Background: an optimization exercise with open tools, aiming at small area. Do not read the settings as production practice.
No functional check of the RTL was part of any run shown here.

==> flow/design.v (outline; a module is shown in full before it is edited, if it fits) <==
// module fse_lms_updater: 1747 lines
// module lms_fa: 4 lines
// module lms_aoi22: 3 lines
// module lms_xor: 3 lines
// module lms_xnor: 3 lines
// module lms_ha: 4 lines
module fse_lms_updater (
   input  logic         clk,
   input  logic         i_reset,
   input  logic [7:0]   i_is_data_I,
   input  logic [7:0]   i_is_data_Q,
   input  logic         i_ctrl,
   input  logic         i_baud,
   input  logic [11:0]  i_fse_I,
   input  logic [11:0]  i_fse_Q,
   input  logic         i_en_rx,
   input  logic         i_en_lms,
   output logic [71:0]  o_taps_I,
   output logic [71:0]  o_taps_Q,
   output logic         o_en_taps,
   output logic         o_overrun
);
  // ...
==> flow/flow/run.sh <==
#!/bin/bash
# Own layout flow: the standard synthesis (standard.sh synth, unchanged),
# then the drive-1 resizing of flow/downsize.tcl on the synthesized netlist,
# then the standard ORFS layout (standard.sh finish) with minimum-size port
# buffers and a clock tree built without dummy loads from larger sink
# clusters. ORFS writes each tool's full log under orfs/logs/; the output of
# each command run here goes to a log file of its own in this folder.
set -euo pipefail
bash standard.sh synth > make_synth.log 2>&1
R=orfs/results/${FLOW_PLATFORM}/fse_lms_updater/base
LIB_FILE=${FLOW_HOME}/platforms/${FLOW_PLATFORM}/lib/sky130_fd_sc_hd__tt_025C_1v80.lib \
ODB=$R/1_synth.odb MAX_FANOUT=4 \
  openroad -no_init -exit flow/downsize.tcl > downsize.log 2>&1
touch $R/1_synth.sdc
export BUFFER_PORTS_ARGS="-buffer_cell sky130_fd_sc_hd__buf_1"
export CTS_ARGS="-sink_clustering_enable -repair_clock_nets -dont_use_dummy_load -buf_list sky130_fd_sc_hd__clkbuf_16 -sink_clustering_size 30 -sink_clustering_max_diameter 80"
bash standard.sh finish > make_layout.log 2>&1
==> flow/flow/downsize.tcl <==
# Resize the synthesized netlist's logic cells to drive strength 1 where the
# drive-1 cell is smaller and the cell drives few loads (ABC maps the small
# tree cells of the datapath with drive-2 cells). Registers, buffers,
# inverters and clock cells are left alone; the placement's repair_design and
# repair_timing size cells up again where slew or timing need it.
read_liberty $::env(LIB_FILE)
read_db $::env(ODB)
set lib [lindex [get_libs *] 0]
set n 0
set saved 0.0
foreach inst [get_cells *] {
  set m [get_property $inst ref_name]
  if {![regexp {^(sky130_fd_sc_hd__([a-z0-9]+))_([0-9]+)$} $m -> base fn drive]} { continue }
  if {$drive == 1} { continue }
  if {[regexp {^(df|edf|sdf|dl|buf|clk|inv|bufinv|conb|tap|fill|decap|diode|dly|probe|lpflow)} $fn]} { continue }
  set small [get_lib_cells -quiet */${base}_1]
  if {$small eq ""} { continue }
  set a_old [get_property [get_lib_cells */$m] area]
  set a_new [get_property $small area]
  if {$a_new >= $a_old} { continue }
  set fo 0
  foreach p [get_pins -of_objects $inst -filter "direction == output"] {
    set net [get_nets -quiet -of_objects $p]
    if {$net ne ""} { incr fo [llength [get_pins -quiet -of_objects $net -filter "direction == input"]] }
  }
  if {$fo > $::env(MAX_FANOUT)} { continue }
  replace_cell [get_full_name $inst] ${base}_1
  incr n
  set saved [expr {$saved + $a_old - $a_new}]
}
puts "downsize: resized $n cells, saved [format %.1f $saved] um2"
write_db $::env(ODB)
==> flow/standard.sh <==
#!/bin/bash
# synth_recipe.tcl (not shown) runs the flow's synth.tcl, then flattens the netlist and writes it again
# the make line also repeats each setting of config.mk as NAME=value (left out here)
make -C /OpenROAD-flow-scripts/flow DESIGN_CONFIG=/design/flow/config.mk WORK_HOME=/design/flow/orfs CLKGATE_MAP_FILE= SYNTH_SCRIPT=/design/flow/synth_recipe.tcl "${@:-finish}"
==> flow/config.mk <==
export PLATFORM = sky130hd
export DESIGN_NAME = fse_lms_updater
export DESIGN_NICKNAME = fse_lms_updater
export VERILOG_FILES = /design/flow/design.v
export SDC_FILE = /design/flow/constraint.sdc
export NUM_CORES = 4
export LEC_CHECK = 0
export CAP_MARGIN = 20
export CORE_MARGIN = 2
export CORE_UTILIZATION = 40
export GPL_TIMING_DRIVEN = 0
export SLEW_MARGIN = 20
export SYNTH_HIERARCHICAL = 1
==> flow/constraint.sdc <==
create_clock -name core_clock -period 13.0 [get_ports {clk}]
set_input_delay 2.6000 -clock core_clock [delete_from_list [all_inputs] [get_ports {clk}]]
set_output_delay 2.6000 -clock core_clock [all_outputs]
set_load 0.01 [all_outputs]
==> results_dict.tcl, run 1 <==
set metrics [dict create \
    grt_pass1_wl_mm 113 \
    multi_input_area_share 0.315 \
    grt_setup_unrepaired "false" \
    final-seq-area_sq_um 21100 \
    dieArea_sq_um 85700 \
    cp.depth 38 \
    detail_route.iter0.violations 1755 \
    final_util 0.454 \
    grt-ovfl-total 0 \
    status "timing/DRC/antenna clean" \
    vias 18300 \
    crit_start "r_eI[0]$_DFFE_PP_" \
    core_sq_um 82400 \
    antenna_found_initial 2 \
    final_cell_mix "edfxtp_1, fa_1, nor2_1, buf_1, a22oi_1" \
    clock-root-buffer "clkbuf_16" \
    wl_per_cell_um 21.2 \
    viasPerCell 5.32 \
    cpMaxStageDelayCell "fa_1" \
    setup_viol_count_final 0 \
    start_util 0.405 \
    clock_skew_ns 0.0985 \
    drv_cap 0 \
    nNonClkInverters 103 \
    yosysWarnings 7 \
]
==> run 2, diff against run 1 <==
--- a/flow/config.mk
+++ b/flow/config.mk
@@ -8,6 +8,5 @@
 export CAP_MARGIN = 20
 export CORE_MARGIN = 2
 export CORE_UTILIZATION = 40
-export GPL_TIMING_DRIVEN = 0
 export SLEW_MARGIN = 20
 export SYNTH_HIERARCHICAL = 1
==> run 2 against run 1 <==
  * Still clean on timing, DRC and antenna
  * Sequential share of layout area is 1.1 points higher
  * Die area is the same
  * Setup slack improved by 0.13 ns
  * Sequential cell count unchanged
  * Maximum frequency grew 1.0%
  * Worst hold slack improved by 0.0016 ns
  * Cell count decreased by 1.1%
  * Non-clock buffer count down 40
  * Largest cell class unchanged
  * Highest routed layer is now met4
==> results_dict.tcl, run 2 <==
set metrics [dict create \
    die_y_um 293 \
    maxSlewHeadroom 0.302 \
    nNetsFinal 2677 \
    tightest_slew_ns 1.05 \
    grt_pass1_vias 18500 \
    cts_max_level 2 \
    crit_arrival_ns 12.88 \
    multiInputGateArea_sq_um 11700 \
    cts.sink_count 711 \
    cp-end-kind "flip-flop" \
    ctsHoldBuffers 0 \
    drt_first_pass_iters 7 \
    reg2reg_from "r_eI[3]$_DFFE_PP_" \
    hold_path_class "flip-flop to flip-flop" \
    status "timing/DRC/antenna clean" \
    fin_setup_tns_ns 0 \
    start_kind "flip-flop" \
    path_max_fanout 18 \
    hold_end "r_aQn[148]$_DFFE_PP_" \
    crit_required_ns 13.43 \
    wl_per_cell_um 20.9 \
    top_regs "r_aIn (180), r_aQn (180)" \
    maxSlewViolCount 0 \
    drtAntennaViolNets 0 \
    rr_endpoint "r_aIn[178]$_DFFE_PP_" \
    grt_max_degree 179 \
    regToRegSetupSlack_ns 0.55 \
    drive_gt1_frac 0.0664 \
    start_util 0.405 \
    reg2reg_depth 37 \
    dieArea_sq_um 85700 \
    clock-root-buffer "clkbuf_16" \
    synth_nets 2433 \
    area_growth_pct 9.80 \
    cts-buffers-inserted 36 \
    detail_route.iter0.violations 1574 \
    grt_util_all_layers 0.165 \
    final-seq-area_sq_um 21000 \
    clock_skew_ns 0.0854 \
    syn_inst 2091 \
    grt_setup_unrepaired "false" \
    core_sq_um 82400 \
    drv_cap 0 \
    setup_viol_count_final 0 \
    path_common_cell "fa_1" \
    final_cell_mix "edfxtp_1, fa_1, nor2_1, buf_1, a22oi_1" \
    vias 17900 \
    port_buffers 191 \
    fill_cells 7248 \
    clk_path_buf_depth 3 \
    diodes 0 \
    crit_start "r_eI[3]$_DFFE_PP_" \
    hold_viol_final 0 \
    fp.dieW_um 293 \
    clkLatencyLatePin_ns 0.60 \
    max_freq_ghz 0.0803 \
    timing.final.crit_period_ns 12.45 \
    path_clk_slew_ns 0.11 \
    final_util 0.445 \
    antenna_found_initial 0 \
    gp_congestion 0.887 \
    critPathMaxStageDelay_ns 0.74 \
    cpMaxStageDelayCell "edfxtp_1" \
    viasPerCell 5.27 \
    grt-ovfl-total 0 \
    grt_pass1_wl_mm 110 \
    yosysWarnings 7 \
    drt-total-wl_mm 71.0 \
    hold_path_depth 0 \
    cts_tree "built" \
    rows 105 \
    dp_hpwl_mm 48.8 \
    worstSetupPathType "flip-flop to flip-flop" \
    avgSynthCellArea_sq_um 16.0 \
    drc 0 \
    syn_area_sq_um 33400 \
    final_common_cell "edfxtp_1" \
    io_pins 192 \
    min-delay-start "r_aQn[168]$_DFFE_PP_" \
    period_share 0.957 \
]
[run 2: cell types whose count changed in the layout (fill, tap and decap cells not counted), moves of 6 or more]
cell	change
buf_4	+43
dfxtp_1	+20
buf_6	-6
buf_12	-8
dfxtp_2	-12
buf_16	-21
buf_2	-19
clkbuf_1	-24
dfxtp_4	-8
[run 2: layer usage]
layer,part of all wire,vias to the layer above,global-route usage
li1,-,8072,-
met3,0.052,95,0.0257
met2,0.47,538,0.264
met1,0.45,9228,0.236
met5,0,-,0
met4,0.025,0,0.0470
[run 2: repair_timing]
item                                    4_1_cts  5_1_grt
endpoints found under the setup margin        0       37
setup buffers                                 0        0
resized for setup                             0        4
endpoints found under the hold margin         0        0
[run 2: area by class of cell]
cell class                      instances  share of cell area
Multi-Input combinational cell       1226               0.320
Sequential cell                       711               0.574
Inverter                              103              0.0107
Tap cell                             1070              0.0366
Timing Repair Buffer                  257              0.0337
Clock buffer                           36              0.0246
[run 2: how the worst max path moves through the flow]
stage,end,slack [ns]
after global routing,r_aIn[178]$_DFFE_PP_,0.04
after detailed placement,r_aIn[178]$_DFFE_PP_,0.47
after floorplan,r_aQn[169]$_DFFE_PP_,0.83
final,r_aIn[178]$_DFFE_PP_,0.55
after CTS,r_aQn[171]$_DFFE_PP_,0.46
after global placement,r_aIn[178]$_DFFE_PP_,0.70
[run 2: worst max-delay path: cells and delay by family, from the launching register on]
family / cells / cell delay (ns)
buffers and inverters: 3 / 0.36
AND/OR/NAND/NOR: 3 / 0.27
flip-flops: 1 / 0.74
XOR/XNOR: 2 / 0.47
AO/OA/AOI/OAI: 6 / 1.05
adder cells (fa/ha/maj): 23 / 9.44
[run 2: metrics by stage]
step / area (sq um) / setup slack [ns] / hold slack, ns / cells
after floorplan: 33400 / 0.827 / 0.400 / 2091
after global placement: 35700 / 0.700 / 0.401 / 3367
final: 36600 / 0.553 / 0.361 / 3403
after CTS: 36600 / 0.460 / 0.356 / 3403
after global routing: 36600 / 0.0360 / 0.351 / 3403
after detailed placement: 35700 / 0.466 / 0.405 / 3367
==> run 3, diff against run 2 <==
--- a/flow/config.mk
+++ b/flow/config.mk
@@ -7,6 +7,6 @@
 export LEC_CHECK = 0
 export CAP_MARGIN = 20
 export CORE_MARGIN = 2
-export CORE_UTILIZATION = 40
+export CORE_UTILIZATION = 55
 export SLEW_MARGIN = 20
 export SYNTH_HIERARCHICAL = 1
==> run 3 against run 2 <==
  * Sequential cell count unchanged
  * Largest cell class unchanged
  * Cell count shrank 8.5%
  * Worst hold slack improved by 0.0032 ns
  * Critical path type unchanged
  * Setup slack gained 0.039 ns
  * Non-clock buffer count is 1 lower
  * First-iteration DRC count rose by 1.9%
  * Routed wire length fell by 0.38%
  * Die area shrank 27%
  * Global-route usage is 6.2 points higher
  * Final area fell by 1.1%
  * Register-to-register slack better by 0.04 ns
==> results_dict.tcl, run 3 <==
set metrics [dict create \
    grt_setup_unrepaired "false" \
    wl_per_cell_um 22.7 \
    start_util 0.555 \
    cts_max_level 2 \
    regToRegSetupSlack_ns 0.59 \
    reg2reg_depth 37 \
    syn_inst 2091 \
    max_freq_ghz 0.0806 \
    nNetsFinal 2675 \
    post_cts_buffers 0 \
    detail_route.iter0.violations 1604 \
    tightest_slew_ns 1.12 \
    start_kind "flip-flop" \
    drive_gt1_frac 0.0644 \
    reg2reg_from "r_eI[2]$_DFFE_PP_" \
    grt_pass1_vias 18100 \
    crit_start "r_eI[2]$_DFFE_PP_" \
    path_clk_slew_ns 0.10 \
    fp.dieW_um 250 \
    period_share 0.954 \
    grt-ovfl-total 0 \
    status "timing/DRC/antenna clean" \
    core_sq_um 60100 \
    fin_setup_tns_ns 0 \
    maxSlewHeadroom 0.255 \
    path_common_cell "fa_1" \
    clock-root-buffer "clkbuf_16" \
    syn_area_sq_um 33400 \
    crit_required_ns 13.27 \
    drc 0 \
    dieArea_sq_um 62600 \
    hold_viol_final 0 \
    rows 90 \
    drt-total-wl_mm 70.7 \
    viasPerCell 5.75 \
    crit_arrival_ns 12.68 \
    cpMaxStageDelayCell "fa_1" \
    cp-end-kind "flip-flop" \
    cts_tree "built" \
    diodes 0 \
    yosysWarnings 7 \
    rr_endpoint "r_aIn[178]$_DFFE_PP_" \
    clock_skew_ns 0.0879 \
    synth_nets 2433 \
    maxSlewViolCount 0 \
    area_growth_pct 8.61 \
    setup_viol_count_final 0 \
    grt_util_all_layers 0.227 \
    timing.final.crit_period_ns 12.41 \
    drv_cap 0 \
    final_util 0.602 \
    drt_first_pass_iters 6 \
    dp_hpwl_mm 49.0 \
    grt_max_degree 197 \
    path_max_fanout 19 \
    worstSetupPathType "flip-flop to flip-flop" \
    die_y_um 250 \
    cts.sink_count 711 \
    critPathMaxStageDelay_ns 0.54 \
    worstSetupEndpoint "r_aIn[178]$_DFFE_PP_" \
    antenna_found_initial 0 \
    io_pins 192 \
    cts-buffers-inserted 35 \
    final_common_cell "edfxtp_1" \
    vias 17900 \
    gp_congestion 0.890 \
    clk_path_buf_depth 3 \
    clkLatencyLatePin_ns 0.59 \
    final_cell_mix "edfxtp_1, fa_1, nor2_1, buf_1, a22oi_1" \
    grt_pass1_wl_mm 109 \
    drtAntennaViolNets 0 \
    top_regs "r_aIn (180), r_aQn (180)" \
    hold_path_class "flip-flop to flip-flop" \
    port_buffers 191 \
    avgSynthCellArea_sq_um 16.0 \
]
[run 3: worst min path at each step]
stage                         start                   end  slack (ns)  cells past startpoint
5_1_grt        r_aQn[150]$_DFFE_PP_  r_aQn[130]$_DFFE_PP_        0.35                      0
6_report       r_aQn[150]$_DFFE_PP_  r_aQn[130]$_DFFE_PP_        0.36                      0
3_3_place_gp    r_aQn[24]$_DFFE_PP_    r_aQn[4]$_DFFE_PP_        0.40                      0
4_1_cts        r_aQn[150]$_DFFE_PP_  r_aQn[130]$_DFFE_PP_        0.36                      0
2_1_floorplan   r_aIn[20]$_DFFE_PP_    r_aIn[0]$_DFFE_PP_        0.40                      0
3_5_place_dp   r_aIn[127]$_DFFE_PP_  r_aIn[107]$_DFFE_PP_        0.40                      0
[run 3: worst max-delay path: cells and delay by family, from the launching register on]
family	cells	cell delay, ns
compound gates	6	1.04
xor+xnor	2	0.34
fa+ha+maj	23	9.44
buf+inv	3	0.37
flops	1	0.35
simple gates	3	0.61
[run 3: per-layer routing]
layer  up-vias  wire [um]  global-route usage
li1       8065          -                   -
met2       518      33700               0.360
met1      9223      32300               0.342
met3        87       3270              0.0288
met4         0       1420              0.0501
met5         -          0                   0
[run 3: cell type report]
type	instances	area, sq um
Tap cell	782	978
Sequential cell	711	21000
Inverter	103	392
Timing Repair Buffer	256	1230
Clock buffer	35	876
Fill cell	4625	23900
Multi-Input combinational cell	1226	11700
[run 3: what timing repair did]
action,in CTS,in global routing
hold buffers,0,0
setup endpoints to repair,0,7
resized for setup,0,1
[run 3: stage by stage]
step | std cells | area [sq um] | worst slack, ns | hold WS (ns)
global route | 3113 | 36200 | 0.0279 | 0.352
CTS | 3113 | 36200 | 0.526 | 0.358
finish | 3113 | 36200 | 0.592 | 0.364
floorplan | 2091 | 33400 | 0.827 | 0.400
global placement | 3078 | 35300 | 0.712 | 0.400
detailed placement | 3078 | 35300 | 0.549 | 0.405
==> run 4, diff against run 3 <==
--- a/flow/flow/run.sh
+++ b/flow/flow/run.sh
@@ -13,5 +13,5 @@
   openroad -no_init -exit flow/downsize.tcl > downsize.log 2>&1
 touch $R/1_synth.sdc
 export BUFFER_PORTS_ARGS="-buffer_cell sky130_fd_sc_hd__buf_1"
-export CTS_ARGS="-sink_clustering_enable -repair_clock_nets -dont_use_dummy_load -buf_list sky130_fd_sc_hd__clkbuf_16 -sink_clustering_size 30 -sink_clustering_max_diameter 80"
+export CTS_ARGS="-sink_clustering_enable -repair_clock_nets -dont_use_dummy_load -buf_list sky130_fd_sc_hd__clkbuf_16 -sink_clustering_size 26 -sink_clustering_max_diameter 70"
 bash standard.sh finish > make_layout.log 2>&1
--- a/flow/config.mk
+++ b/flow/config.mk
@@ -7,6 +7,6 @@
 export LEC_CHECK = 0
 export CAP_MARGIN = 20
 export CORE_MARGIN = 2
-export CORE_UTILIZATION = 55
+export CORE_UTILIZATION = 65
 export SLEW_MARGIN = 20
 export SYNTH_HIERARCHICAL = 1
==> run 4 against run 3 <==
  * Largest cell class unchanged
  * Area after synthesis stayed put
  * Still clean
  * Synthesized cell count is the same
  * Cell count is 3.1% lower
  * Worst hold slack improved by 0.0049 ns
  * Via count up 1.3%
  * Critical endpoint is now r_aQn[164]$_DFFE_PP_
==> results_dict.tcl, run 4 <==
set metrics [dict create \
    viasPerCell 6.01 \
    fp.dieW_um 231 \
    fin_setup_tns_ns 0 \
    path_clk_slew_ns 0.09 \
    hold_viol_final 0 \
    drt_first_pass_iters 6 \
    syn_area_sq_um 33400 \
    gp_congestion 0.912 \
    area_growth_pct 8.58 \
    clock_skew_ns 0.0823 \
    start_util 0.654 \
    yosysWarnings 7 \
    dieArea_sq_um 53100 \
    setup_viol_count_final 0 \
    reg2reg_from "r_eQ[2]$_DFFE_PP_" \
    cts.sink_count 711 \
    min-delay-start "r_aQn[43]$_DFFE_PP_" \
    drtAntennaViolNets 0 \
    path_max_fanout 19 \
    io_pins 192 \
    period_share 0.959 \
    grt_setup_unrepaired "false" \
    cp-end-kind "flip-flop" \
    critPathMaxStageDelay_ns 0.54 \
    clk_path_buf_depth 3 \
    cts-buffers-inserted 38 \
    grt_util_all_layers 0.268 \
    reg2reg_depth 36 \
    syn_inst 2091 \
    finalWorstSetupSlack_ns 0.529 \
    nNetsFinal 2681 \
    clock-root-buffer "clkbuf_16" \
    avgSynthCellArea_sq_um 16.0 \
    maxSlewHeadroom 0.351 \
    port_buffers 191 \
    regToRegSetupSlack_ns 0.53 \
    cts_max_level 2 \
    ctsHoldBuffers 0 \
    clkLatencyLatePin_ns 0.60 \
    grt_pass1_vias 18200 \
    drive_gt1_frac 0.0680 \
    drv_cap 0 \
    core_sq_um 51000 \
    worstSetupPathType "flip-flop to flip-flop" \
    top_regs "r_aIn (180), r_aQn (180)" \
    die_y_um 231 \
    start_kind "flip-flop" \
    hold_end "r_aQn[23]$_DFFE_PP_" \
    cpMaxStageDelayCell "fa_1" \
    hold_path_depth 0 \
    final_cell_mix "edfxtp_1, fa_1, nor2_1, buf_1, a22oi_1" \
    cts_tree "built" \
    drt-total-wl_mm 69.7 \
    antenna_found_initial 1 \
    max_freq_ghz 0.0802 \
    rows 83 \
    status "timing/DRC/antenna clean" \
    crit_arrival_ns 12.83 \
    vias 18100 \
    maxSlewViolCount 0 \
    rr_endpoint "r_aQn[164]$_DFFE_PP_" \
    timing.final.crit_period_ns 12.47 \
    final_common_cell "edfxtp_1" \
    dp_hpwl_mm 48.3 \
    crit_required_ns 13.36 \
    path_common_cell "fa_1" \
    pre_cts_ws_ns 0.145 \
    detail_route.iter0.violations 1708 \
    grt_max_degree 188 \
    diodes 0 \
    drc 0 \
    tightest_slew_ns 0.974 \
    synth_nets 2433 \
    wl_per_cell_um 23.1 \
    grt-ovfl-total 0 \
    grt_pass1_wl_mm 107 \
    hold_path_class "flip-flop to flip-flop" \
]
-- run 4: what timing repair did --
item | CTS | global route
gates resized for setup | 0 | 10
setup endpoints to repair | 0 | 38
setup buffers | 0 | 4
-- run 4: worst max-delay path: cells and delay by family, from the launching register on --
family | cells | cell delay [ns]
adders and majority gates | 23 | 9.55
AOI/OAI and AO/OA | 6 | 1.06
xor gates and xnor gates | 2 | 0.61
and+or+nand+nor | 3 | 0.47
DFF | 1 | 0.40
buffers and inverters | 2 | 0.17
-- run 4: final cells by class --
class	count	area, sq um
clock buffers	38	951
fillers	3330	14800
inverters	103	392
multi-input cells	1226	11700
flip-flops and latches	711	21000
well taps	680	851
repair buffers	259	1260
-- run 4: how the worst max path moves through the flow --
stage | startpoint | end | cells after the start
2_1_floorplan | r_rI[2]$_DFF_P_ | r_aQn[169]$_DFFE_PP_ | 36
3_3_place_gp | r_eI[3]$_DFFE_PP_ | r_aQn[177]$_DFFE_PP_ | 36
3_5_place_dp | r_eI[3]$_DFFE_PP_ | r_aQn[176]$_DFFE_PP_ | 36
4_1_cts | r_eI[3]$_DFFE_PP_ | r_aQn[176]$_DFFE_PP_ | 36
5_1_grt | r_eI[2]$_DFFE_PP_ | r_aIn[163]$_DFFE_PP_ | 38
6_report | r_eQ[2]$_DFFE_PP_ | r_aQn[164]$_DFFE_PP_ | 36
-- run 4: metrics by stage --
step | hold slack, ns | util | instances | instance area (sq um)
after floorplan | 0.400 | - | 2091 | 33400
after global placement | 0.400 | 0.690 | 2974 | 35200
after detailed placement | 0.405 | 0.690 | 2974 | 35200
after CTS | 0.367 | 0.709 | 3012 | 36100
after global routing | 0.362 | 0.710 | 3017 | 36200
final | 0.369 | 0.710 | 3017 | 36200
-- run 4: per-layer routing --
layer | part of all wire | track usage | vias to the layer above
met5 | 0 | 0 | -
li1 | - | - | 8072
met4 | 0.028 | 0.0778 | 0
met2 | 0.48 | 0.420 | 648
met1 | 0.43 | 0.394 | 9304
met3 | 0.067 | 0.0468 | 98

[what the ideal ports hide]
The flow's constraints put no driver on any port. The routed layouts listed below were extracted and timed again, unchanged, in two steps. Step 1 sets driving cells, clkbuf_16 on the clock port and buf_2 on the other inputs (assumed; they add their load-dependent delay and slew). Step 2 times the ports against the registers' clock, not the clock port: input delays grow and output delays shrink by t, the midpoint of the rising clock arrivals with the driver on. a / b / c = no drivers / after step 1 / after step 2; a / b = the first two.
run	t (ns)	slack for setup (ns)	worst data-port slew with drivers (ns)	pins driven straight from the clock port
run 1	0.612	0.427 / 0.427 / 0.427	0.04	1
run 2	0.619	0.553 / 0.553 / 0.553	0.07	1
run 3	0.608	0.592 / 0.592 / 0.592	0.05	1
run 4	0.623	0.529 / 0.529 / 0.529	0.04	1
After both steps setup and hold are still met in every run listed.
